From an optimization exercise on the open Yosys and OpenROAD flow, aimed at small area, a short achievable clock period and few clock cycles per item; shortcuts taken in it are not production practice.
The RTL was checked by simulation tests, not by an equivalence proof against the original design.
No activity file was given, so power comes from the tool's default toggle rates.

==> flow/config.mk <==
export PLATFORM = sky130hd
export DESIGN_NAME = ordered_dither_spiral_screen_unit
export DESIGN_NICKNAME = ordered_dither_spiral_screen_unit
export VERILOG_FILES = /design/flow/design.v
export SDC_FILE = /design/flow/constraint.sdc
export NUM_CORES = 4
export LEC_CHECK = 0
export CAP_MARGIN = 20
export CORE_MARGIN = 2
export CORE_UTILIZATION = 40
export PLACE_DENSITY = 0.6
export SLEW_MARGIN = 20
==> flow/constraint.sdc <==
create_clock -name core_clock -period 10.0 [get_ports {i_clk}]
set_input_delay 2.0000 -clock core_clock [delete_from_list [all_inputs] [get_ports {i_clk}]]
set_output_delay 2.0000 -clock core_clock [all_outputs]
set_load 0.01 [all_outputs]
==> flow/design.v <==
package odss_pkg;
    localparam int MAX_SIDE = 16;                        
    localparam int SIDE_W   = 5;                         
    localparam int IDX_W    = 4;                         
    localparam int ADDR_W   = 2 * IDX_W;                 
    localparam int DEPTH    = MAX_SIDE * MAX_SIDE;
    localparam int ENTRY_W  = 9;                         
    localparam int COORD_W  = 12;
    localparam int CH_W     = 8;
    localparam int IN_W     = 2 * COORD_W + 3 * CH_W;    
    localparam int OUT_W    = 3 * CH_W;                  
    localparam logic [SIDE_W-1:0] SIDE_RESET = 5'd4;
    localparam logic [CH_W-1:0]   CH_ON      = 8'hFF;
    localparam logic [CH_W-1:0]   CH_OFF     = 8'h00;
    localparam logic MODE_REBUILD = 1'b0;
    localparam logic MODE_PIXEL   = 1'b1;
    typedef struct packed {
        logic               mode;
        logic [COORD_W-1:0] col_x;
        logic [COORD_W-1:0] row_y;
        logic [CH_W-1:0]    red;
        logic [CH_W-1:0]    green;
        logic [CH_W-1:0]    blue;
    } t_cmd;
endpackage
module odss_ram #(
    parameter int WIDTH = 9,
    parameter int DEPTH = 256
) (
    input  logic                     i_clk,
    input  logic                     i_we,
    input  logic [$clog2(DEPTH)-1:0] i_waddr,
    input  logic [WIDTH-1:0]         i_wdata,
    input  logic [$clog2(DEPTH)-1:0] i_raddr,
    output logic [WIDTH-1:0]         o_rdata
);
    logic [WIDTH-1:0] r_mem [DEPTH];
    logic [WIDTH-1:0] r_rdata;
    always_ff @(posedge i_clk) begin
        if (i_we) begin
            r_mem[i_waddr] <= i_wdata;
        end
        r_rdata <= r_mem[i_raddr];
    end
    assign o_rdata = r_rdata;
endmodule
module odss_front (
    input  logic                          i_clk,
    input  logic                          i_rst_n,
    input  logic                          i_s_tvalid,
    output logic                          o_s_tready,
    input  logic [odss_pkg::IN_W-1:0]     i_s_tdata,
    input  logic [0:0]                    i_s_tuser,
    output logic                          o_cmd_valid,
    input  logic                          i_cmd_ready,
    output odss_pkg::t_cmd                o_cmd
);
    localparam int CW = odss_pkg::COORD_W;
    localparam int HW = odss_pkg::CH_W;
    odss_pkg::t_cmd r_q0;
    odss_pkg::t_cmd r_q1;
    odss_pkg::t_cmd w_in;
    logic           r_wp;
    logic           r_rp;
    logic [1:0]     r_cnt;
    logic           w_push;
    logic           w_pop;
    always_comb begin
        w_in.mode  = i_s_tuser[0];
        w_in.col_x = i_s_tdata[CW-1:0];
        w_in.row_y = i_s_tdata[2*CW-1:CW];
        w_in.red   = i_s_tdata[2*CW+HW-1:2*CW];
        w_in.green = i_s_tdata[2*CW+2*HW-1:2*CW+HW];
        w_in.blue  = i_s_tdata[2*CW+3*HW-1:2*CW+2*HW];
    end
    assign o_s_tready  = (r_cnt != 2'd2);
    assign o_cmd_valid = (r_cnt != 2'd0);
    assign o_cmd       = r_rp ? r_q1 : r_q0;
    assign w_push      = i_s_tvalid && o_s_tready;
    assign w_pop       = o_cmd_valid && i_cmd_ready;
    always_ff @(posedge i_clk) begin
        if (!i_rst_n) begin
            r_wp  <= 1'b0;
            r_rp  <= 1'b0;
            r_cnt <= 2'd0;
        end else begin
            if (w_push) begin
                r_wp <= ~r_wp;
            end
            if (w_pop) begin
                r_rp <= ~r_rp;
            end
            case ({w_push, w_pop})
                2'b10:   r_cnt <= r_cnt + 2'd1;
                2'b01:   r_cnt <= r_cnt - 2'd1;
                default: r_cnt <= r_cnt;
            endcase
        end
    end
    always_ff @(posedge i_clk) begin
        if (w_push && !r_wp) begin
            r_q0 <= w_in;
        end
        if (w_push && r_wp) begin
            r_q1 <= w_in;
        end
    end
endmodule
module odss_back (
    input  logic                           i_clk,
    input  logic                           i_rst_n,
    input  logic [odss_pkg::SIDE_W-1:0]    i_matrix_size,
    input  logic                           i_cmd_valid,
    output logic                           o_cmd_ready,
    input  odss_pkg::t_cmd                 i_cmd,
    output logic                           o_m_tvalid,
    input  logic                           i_m_tready,
    output logic [odss_pkg::OUT_W-1:0]     o_m_tdata,
    output logic [0:0]                     o_m_tuser
);
    localparam int SW = odss_pkg::SIDE_W;
    localparam int IW = odss_pkg::IDX_W;
    localparam int AW = odss_pkg::ADDR_W;
    localparam int EW = odss_pkg::ENTRY_W;
    localparam int HW = odss_pkg::CH_W;
    localparam int PW = HW + 2 * SW - 1;    
    localparam int KW = 2 * SW - 1;         
    typedef enum logic [4:0] {
        S_IDLE = 5'b00001,
        S_WALK = 5'b00010,
        S_MOD  = 5'b00100,
        S_READ = 5'b01000,
        S_CALC = 5'b10000
    } t_state;
    function automatic logic [IW-1:0] f_mod_nib(input logic [IW-1:0] rem,
                                                input logic [IW-1:0] nib,
                                                input logic [SW-1:0] side);
        logic [SW-1:0] t;
        t = {1'b0, rem};
        for (int b = IW - 1; b >= 0; b = b - 1) begin
            t = {t[IW-1:0], nib[b]};
            if (t >= side) begin
                t = t - side;
            end
        end
        f_mod_nib = t[IW-1:0];
    endfunction
    t_state          r_state, n_state;
    odss_pkg::t_cmd  r_cmd, n_cmd;
    logic [SW-1:0]   r_side, n_side;
    logic            r_built, n_built;
    logic [IW-1:0]   r_row, n_row;
    logic [IW-1:0]   r_col, n_col;
    logic [AW-1:0]   r_k, n_k;
    logic [EW-1:0]   r_rank, n_rank;
    logic [SW-1:0]   r_leg, n_leg;
    logic [SW-1:0]   r_step, n_step;
    logic            r_col_leg, n_col_leg;
    logic            r_fwd, n_fwd;
    logic [1:0]      r_mcnt, n_mcnt;
    logic [IW-1:0]   r_xm, n_xm;
    logic [IW-1:0]   r_ym, n_ym;
    logic [PW-1:0]   r_prod [3];
    logic            r_out_valid, n_out_valid;
    logic [HW-1:0]   r_out_r, r_out_g, r_out_b;
    logic            r_out_user;
    logic            w_load;
    logic [KW-1:0]   w_size;
    logic [KW-1:0]   w_scale;
    logic [KW-1:0]   w_half;
    logic [AW-1:0]   w_last;
    logic [AW-1:0]   w_half_m1;
    logic [SW-1:0]   w_clamp;
    logic [IW-1:0]   w_xnib, w_ynib;
    logic [PW-1:0]   w_thr;
    logic [EW-1:0]   w_entry;
    logic            w_we;
    assign w_size    = KW'(r_side) * KW'(r_side);
    assign w_scale   = w_size + KW'(1);
    assign w_half    = KW'(({1'b0, w_size} + {{KW{1'b0}}, 1'b1}) >> 1);
    assign w_last    = AW'(w_size - KW'(1));
    assign w_half_m1 = AW'(w_half - KW'(1));
    assign w_thr     = {w_entry, {HW{1'b0}}};
    always_comb begin
        if (i_matrix_size == '0) begin
            w_clamp = SW'(1);
        end else if (i_matrix_size > SW'(odss_pkg::MAX_SIDE)) begin
            w_clamp = SW'(odss_pkg::MAX_SIDE);
        end else begin
            w_clamp = i_matrix_size;
        end
    end
    always_comb begin
        case (r_mcnt)
            2'd0: begin
                w_xnib = r_cmd.col_x[11:8];
                w_ynib = r_cmd.row_y[11:8];
            end
            2'd1: begin
                w_xnib = r_cmd.col_x[7:4];
                w_ynib = r_cmd.row_y[7:4];
            end
            default: begin
                w_xnib = r_cmd.col_x[3:0];
                w_ynib = r_cmd.row_y[3:0];
            end
        endcase
    end
    odss_ram #(
        .WIDTH (EW),
        .DEPTH (odss_pkg::DEPTH)
    ) u_screen (
        .i_clk   (i_clk),
        .i_we    (w_we),
        .i_waddr ({r_col, r_row}),
        .i_wdata (r_rank),
        .i_raddr ({r_xm, r_ym}),
        .o_rdata (w_entry)
    );
    assign w_load = (r_state == S_CALC) && (!r_out_valid || i_m_tready);
    always_comb begin
        n_state     = r_state;
        n_cmd       = r_cmd;
        n_side      = r_side;
        n_built     = r_built;
        n_row       = r_row;
        n_col       = r_col;
        n_k         = r_k;
        n_rank      = r_rank;
        n_leg       = r_leg;
        n_step      = r_step;
        n_col_leg   = r_col_leg;
        n_fwd       = r_fwd;
        n_mcnt      = r_mcnt;
        n_xm        = r_xm;
        n_ym        = r_ym;
        n_out_valid = r_out_valid && !i_m_tready;
        o_cmd_ready = 1'b0;
        w_we        = 1'b0;
        case (r_state)
            S_IDLE: begin
                o_cmd_ready = 1'b1;
                if (i_cmd_valid) begin
                    n_cmd = i_cmd;
                    if (i_cmd.mode == odss_pkg::MODE_REBUILD) begin
                        n_side    = w_clamp;
                        n_col     = IW'(w_clamp >> 1);
                        n_row     = IW'(w_clamp >> 1) - {{(IW-1){1'b0}}, ~w_clamp[0]};
                        n_k       = '0;
                        n_rank    = EW'(1);
                        n_leg     = SW'(1);
                        n_step    = '0;
                        n_col_leg = 1'b0;
                        n_fwd     = 1'b1;
                        n_state   = S_WALK;
                    end else begin
                        n_mcnt  = '0;
                        n_xm    = '0;
                        n_ym    = '0;
                        n_state = S_MOD;
                    end
                end
            end
            S_WALK: begin
                w_we = 1'b1;
                if (r_k == w_last) begin
                    n_built = 1'b1;
                    n_state = S_IDLE;
                end else begin
                    n_k    = r_k + AW'(1);
                    n_rank = (r_k == w_half_m1) ? EW'(2) : r_rank + EW'(2);
                    if (!r_col_leg) begin
                        n_row = r_fwd ? r_row + IW'(1) : r_row - IW'(1);
                    end else begin
                        n_col = r_fwd ? r_col - IW'(1) : r_col + IW'(1);
                    end
                    if (r_step == r_leg - SW'(1)) begin
                        n_step    = '0;
                        n_col_leg = ~r_col_leg;
                        if (r_col_leg) begin
                            n_fwd = ~r_fwd;
                            n_leg = r_leg + SW'(1);
                        end
                    end else begin
                        n_step = r_step + SW'(1);
                    end
                end
            end
            S_MOD: begin
                n_xm = f_mod_nib(r_xm, w_xnib, r_side);
                n_ym = f_mod_nib(r_ym, w_ynib, r_side);
                if (r_mcnt == 2'd2) begin
                    n_state = S_READ;
                end else begin
                    n_mcnt = r_mcnt + 2'd1;
                end
            end
            S_READ: begin
                n_state = S_CALC;
            end
            S_CALC: begin
                if (w_load) begin
                    n_out_valid = 1'b1;
                    n_state     = S_IDLE;
                end
            end
            default: begin
                n_state = S_IDLE;
            end
        endcase
    end
    always_ff @(posedge i_clk) begin
        if (!i_rst_n) begin
            r_state     <= S_IDLE;
            r_side      <= SW'(1);
            r_built     <= 1'b0;
            r_row       <= '0;
            r_col       <= '0;
            r_k         <= '0;
            r_rank      <= '0;
            r_leg       <= SW'(1);
            r_step      <= '0;
            r_col_leg   <= 1'b0;
            r_fwd       <= 1'b1;
            r_mcnt      <= '0;
            r_out_valid <= 1'b0;
        end else begin
            r_state     <= n_state;
            r_side      <= n_side;
            r_built     <= n_built;
            r_row       <= n_row;
            r_col       <= n_col;
            r_k         <= n_k;
            r_rank      <= n_rank;
            r_leg       <= n_leg;
            r_step      <= n_step;
            r_col_leg   <= n_col_leg;
            r_fwd       <= n_fwd;
            r_mcnt      <= n_mcnt;
            r_out_valid <= n_out_valid;
        end
    end
    always_ff @(posedge i_clk) begin
        r_cmd <= n_cmd;
        r_xm  <= n_xm;
        r_ym  <= n_ym;
        if (r_state == S_MOD) begin
            r_prod[0] <= PW'(r_cmd.red)   * PW'(w_scale);
            r_prod[1] <= PW'(r_cmd.green) * PW'(w_scale);
            r_prod[2] <= PW'(r_cmd.blue)  * PW'(w_scale);
        end
        if (w_load) begin
            r_out_user <= r_built;
            r_out_r    <= (r_built && r_prod[0] > w_thr) ? odss_pkg::CH_ON : odss_pkg::CH_OFF;
            r_out_g    <= (r_built && r_prod[1] > w_thr) ? odss_pkg::CH_ON : odss_pkg::CH_OFF;
            r_out_b    <= (r_built && r_prod[2] > w_thr) ? odss_pkg::CH_ON : odss_pkg::CH_OFF;
        end
    end
    assign o_m_tvalid   = r_out_valid;
    assign o_m_tdata    = {r_out_b, r_out_g, r_out_r};
    assign o_m_tuser[0] = r_out_user;
endmodule
module ordered_dither_spiral_screen_unit (
    input  logic                          i_clk,
    input  logic                          i_rst_n,
    input  logic                          i_cfg_valid,
    output logic                          o_cfg_ready,
    input  logic [odss_pkg::SIDE_W-1:0]   i_cfg_data,     
    input  logic                          s_axis_tvalid,
    output logic                          s_axis_tready,
    input  logic [odss_pkg::IN_W-1:0]     s_axis_tdata,
    input  logic [0:0]                    s_axis_tuser,   
    output logic                          m_axis_tvalid,
    input  logic                          m_axis_tready,
    output logic [odss_pkg::OUT_W-1:0]    m_axis_tdata,
    output logic [0:0]                    m_axis_tuser    
);
    logic [odss_pkg::SIDE_W-1:0] r_matrix_size;
    odss_pkg::t_cmd              w_cmd;
    logic                        w_cmd_valid;
    logic                        w_cmd_ready;
    assign o_cfg_ready = 1'b1;
    always_ff @(posedge i_clk) begin
        if (!i_rst_n) begin
            r_matrix_size <= odss_pkg::SIDE_RESET;
        end else if (i_cfg_valid) begin
            r_matrix_size <= i_cfg_data;
        end
    end
    odss_front u_front (
        .i_clk       (i_clk),
        .i_rst_n     (i_rst_n),
        .i_s_tvalid  (s_axis_tvalid),
        .o_s_tready  (s_axis_tready),
        .i_s_tdata   (s_axis_tdata),
        .i_s_tuser   (s_axis_tuser),
        .o_cmd_valid (w_cmd_valid),
        .i_cmd_ready (w_cmd_ready),
        .o_cmd       (w_cmd)
    );
    odss_back u_back (
        .i_clk         (i_clk),
        .i_rst_n       (i_rst_n),
        .i_matrix_size (r_matrix_size),
        .i_cmd_valid   (w_cmd_valid),
        .o_cmd_ready   (w_cmd_ready),
        .i_cmd         (w_cmd),
        .o_m_tvalid    (m_axis_tvalid),
        .i_m_tready    (m_axis_tready),
        .o_m_tdata     (m_axis_tdata),
        .o_m_tuser     (m_axis_tuser)
    );
endmodule
==> flow/run.sh <==
#!/bin/bash
# synth_recipe.tcl (not shown) runs the flow's synth.tcl, then flattens the netlist and writes it again
# the make line also repeats each setting of config.mk as NAME=value (left out here)
make -C /OpenROAD-flow-scripts/flow DESIGN_CONFIG=/design/flow/config.mk WORK_HOME=/design/flow/orfs CLKGATE_MAP_FILE= SYNTH_SCRIPT=/design/flow/synth_recipe.tcl finish
==> impl_metrics.yaml <==
critical_path:
  ff2ff_setup_slack_ns: 1.67
  crit_arrival_ns: 8.91
  max_stage_delay_ns: 0.55
  rr_worst_depth: 30
  path_max_fanout: 24
  path_class: "reg2reg"
  start_kind: "flip-flop"
  startpoint: "u_back.r_side[1]"
  cpMaxStageDelayCell: "fa_1"
  reg2reg_to: "u_back.r_prod[2][16]"
  cp_data_required_time_ns: 10.58
  endpoint: "u_back.r_prod[2][16]"
  end_kind: "flip-flop"
  crit_path_frequent_cell: "inv_1"
  path_depth: 30
  path_buf_inv: 7
  crit_family: "adder cells"
  r2r_start: "u_back.r_side[1]"
clocking:
  path_clk_slew_ns: 0.06
  cts_resized: 0
  numCtsBuffers: 281
  cts.path.max_buffers: 4
  clock-sinks: 2582
  cts_root_buffer: "clkbuf_16"
  postCtsSetupBuffers: 0
  htreeDepth: 5
  cts_hold_buf: 0
  worstSkewPairLatency_ns: 0.84
  cts_tree: "built"
sta:
  finalMaxSlewViolations: 0
  skew_ns: 0.0456
  finalCriticalPeriod_ns: 8.33
  period_share: 0.833
  fin_setup_tns_ns: 0
  hold_violations: 0
  grt_setup_unrepaired: "false"
  final-setup-viol-count: 0
  worst_pin_slew_ns: 1.24
  max_freq_mhz: 120
  relSlewSlack: 0.176
job:
  cap_violations: 0
die:
  fp.dieH_um: 525
  core_um2: 270000
  dieWidth_um: 525
  row_count: 191
  initial_core_util: 0.401
  dieArea_um2: 275000
  ioPinCount: 87
cells_and_area:
  nFillCells: 22500
  final_core_util: 0.453
  area_delta_synth_final_pct: 12.9
  nets: 5971
  seq_area_um2: 76900
  drive_gt1_frac: 0.234
  multi_input_area_um2: 29700
placed_design:
  hpwlAfterDp_mm: 154
  portBuffers: 85
  gp_congestion: 0.788
synth:
  syn_avg_cell_area_um2: 20.1
  synthArstFlopShare: 0
  yosys.area.top_type_share: 0.696
  ys_types: 78
  synth.area.top_cells: "edfxtp_1 (70%), mux4_2 (16%), fa_1 (2.5%)"
  synth_cells: 5405
  synth-xor-area-share: 0.00882
  synth_compound_area_frac: 0.0143
  ys.warnings.count: 5
  synth.largest_area_cell: "edfxtp_1"
  synthSimpleGateAreaFrac: 0.0343
  yosys_register_bits: 2582
  synthAdderAreaFrac: 0.0477
  synth-edff-count: 2513
  synth.area.mux_share: 0.168
  synth_top_family_by_area: "multiplexers"
  synth_ff_type: "edfxtp_1"
  synth_area_um2: 108000
  seq_area_frac_synth: 0.708
power_and_ir_drop:
  p_leak_nw: 38.7
  vdd_ir_drop_max_v: 0.000455
  powerDensity_nw_per_um2: 279
global_routing:
  grt_overflow: 0
  grt_pass1_vias: 53300
  grt_use_total: 0.186
  antenna_found_initial: 5
  grt_start_max_net_pins: 212
  grt_pass1_wl_mm: 378
drt:
  drc: 0
  drt_iter0_drc: 5380
  postRouteWirelength_mm: 259
  vias: 52300
  drt-vias-per-instance: 5.59
  final_antenna_net_count: 0
  avgRoutedWirePerCell_um: 27.7
  firstDrtPassIters: 5
status:
  outcome: "timing/DRC/antenna clean"
min_path:
  hold_path.class: "reg2reg"
## synthesized netlist by cell type (5+ instances only)
master and number:
inv_1 217, a21o_1 27, o31ai_1 8, nand3_1 40, a211o_1 5, o21ai_0 44
and2_1 87, a31o_2 6, dfxtp_1 69, or2_2 7, nand2b_1 17, nor2b_1 31
xor2_1 43, o21a_1 16, xnor3_1 5, a22o_1 8, nand4_1 13, mux2_2 63
buf_1 40, buf_2 61, clkbuf_1 156, fa_1 135, nor3b_1 6, or3_1 9
mux4_2 765, a31oi_1 6, nand2_1 149, xnor2_1 47, nor4_1 5, a21oi_1 57
nor3_1 20, and3_1 41, buf_4 23, edfxtp_1 2513, mux2i_1 24, a211oi_1 9
nor2_1 372, ha_1 198
## how the worst min path moves through the flow
stage          cells past startpoint                      endpoint  slack (ns)        startpoint
2_1_floorplan                      2              u_back.r_mcnt[0]        0.45  u_back.r_mcnt[0]
3_3_place_gp                       2              u_back.r_mcnt[0]        0.47  u_back.r_mcnt[0]
3_5_place_dp                       2              u_back.r_mcnt[0]        0.49  u_back.r_mcnt[0]
4_1_cts                            2              u_back.r_mcnt[0]        0.50  u_back.r_mcnt[0]
5_1_grt                            0  u_back.u_screen.r_mem[77][0]        0.53  u_back.r_rank[0]
6_report                           2              u_back.r_mcnt[0]        0.50  u_back.r_mcnt[0]
## cell usage in the layout, fill, tap and decap left out, types with 27 or more instances in the layout
master,n
nor2_1,370
xor2_1,42
clkdlybuf4s50_1,85
ha_1,198
inv_1,216
a21oi_1,57
a21o_1,27
clkinv_1,51
and3_1,40
mux2_2,63
buf_4,71
edfxtp_1,2513
clkbuf_1,56
mux4_2,765
nor2b_1,31
fa_1,135
xnor2_1,47
clkbuf_16,292
o21ai_0,44
clkinv_2,42
nand3_1,36
nand2_1,137
and2_1,87
dfxtp_1,58
## state kept, by name, indices dropped and copies added, names as in the netlist, 2 cells and up
name,cells
u_back.r_state,5
u_back.u_screen.r_rdata,9
u_back.r_ym,4
u_front.r_q0,49
u_back.r_mcnt,2
u_front.r_q1,49
u_back.r_side,5
u_back.r_row,4
u_back.r_step,5
u_back.r_leg,5
u_back.r_prod,51
u_back.r_xm,4
u_back.r_cmd,48
u_back.r_col,4
r_matrix_size,5
u_back.u_screen.r_mem,2304
u_back.r_rank,9
u_front.r_cnt,2
u_back.r_k,8
## worst register-to-register path, delay by kind of cell, from the launching register on
kind / cells / cell delay [ns]
simple gates: 5 / 1.21
xor+xnor: 2 / 0.18
compound gates: 8 / 1.64
flops: 1 / 0.52
buf+inv: 7 / 0.98
fa+ha+maj: 8 / 3.53
## routing by layer
| metal | GRT usage | share of wire | routed length, um | vias up |
|---|---|---|---|---|
| li1 | - | - | - | 22100 |
| met1 | 0.264 | 0.43 | 110000 | 28100 |
| met2 | 0.300 | 0.49 | 126000 | 1778 |
| met3 | 0.0305 | 0.065 | 16900 | 340 |
| met4 | 0.0475 | 0.022 | 5730 | 0 |
| met5 | 0 | 0 | 0 | - |
## logic make-up (layout without fill, tap and decap cells)
| group | after synthesis | count (layout) |
|---|---|---|
| mux | 852 | 852 |
| compound gates | 229 | 229 |
| xor+xnor | 98 | 98 |
| fa+ha+maj | 333 | 333 |
| simple gates | 810 | 810 |
| flops | 2582 | 2582 |
| other cells | 2 | 10 |
| buf+inv | 499 | 879 |
## through the flow
stage                     total power (W)  std cells  cell area, um2  setup slack (ns)  hold WS [ns]
final                              0.0342       9363          122000              1.67         0.502
after detailed placement           0.0243       8864          113000              1.66         0.493
after global routing               0.0358       9360          122000              1.17         0.534
after floorplan                    0.0209       5409          109000              1.84         0.452
after CTS                          0.0345       9357          122000              1.66         0.503
after global placement             0.0242       8864          113000              1.73         0.467
## area by class of cell
cell class,count,share of cell area
repair buffers,168,0.0132
clock buffers,357,0.0624
diodes,4,0.0000817
clock inverters,136,0.0107
multi-input cells,2328,0.243
flip-flops and latches,2582,0.628
well taps,3570,0.0365
inverters,218,0.00668
## report_power, final
group | internal [W] | leakage [nW] | switching (W)
clock | 0.00602 | 4.38 | 0.00419
combinational | 0.00506 | 11.6 | 0.00631
sequential | 0.0123 | 22.7 | 0.000301
total | 0.0234 | 38.7 | 0.0108
Testbench counts, summed over its fixed seeds: cycles 98,288, items 12,795.

## static timing again, ports no longer ideal
Ports are ideal in the flow. The routed layout listed here was re-timed in OpenROAD. Step 1 sets driving cells, clkbuf_16 on the clock port and buf_2 on the other inputs (assumed; they add their load-dependent delay and slew). Step 2 also shifts input and output timing later by t, the mid clock arrival at the registers, as if the neighbouring blocks saw the same clock. a / b / c = ideal ports / drivers / drivers and shift; a / b = the first two.
t (ns): 0.921
slack for setup (ns): 1.673 / 1.673 / 1.673
hold slack, ns: 0.502 / 0.502 / 0.502
worst register clock-pin slew, ns: 0.07 / 0.07
worst data-port slew with drivers (ns): 0.05
After both steps setup and hold are still met in this run. For this run, drivers alone change the setup slack by 0.000 ns; drivers and shift together by 0.000 ns.
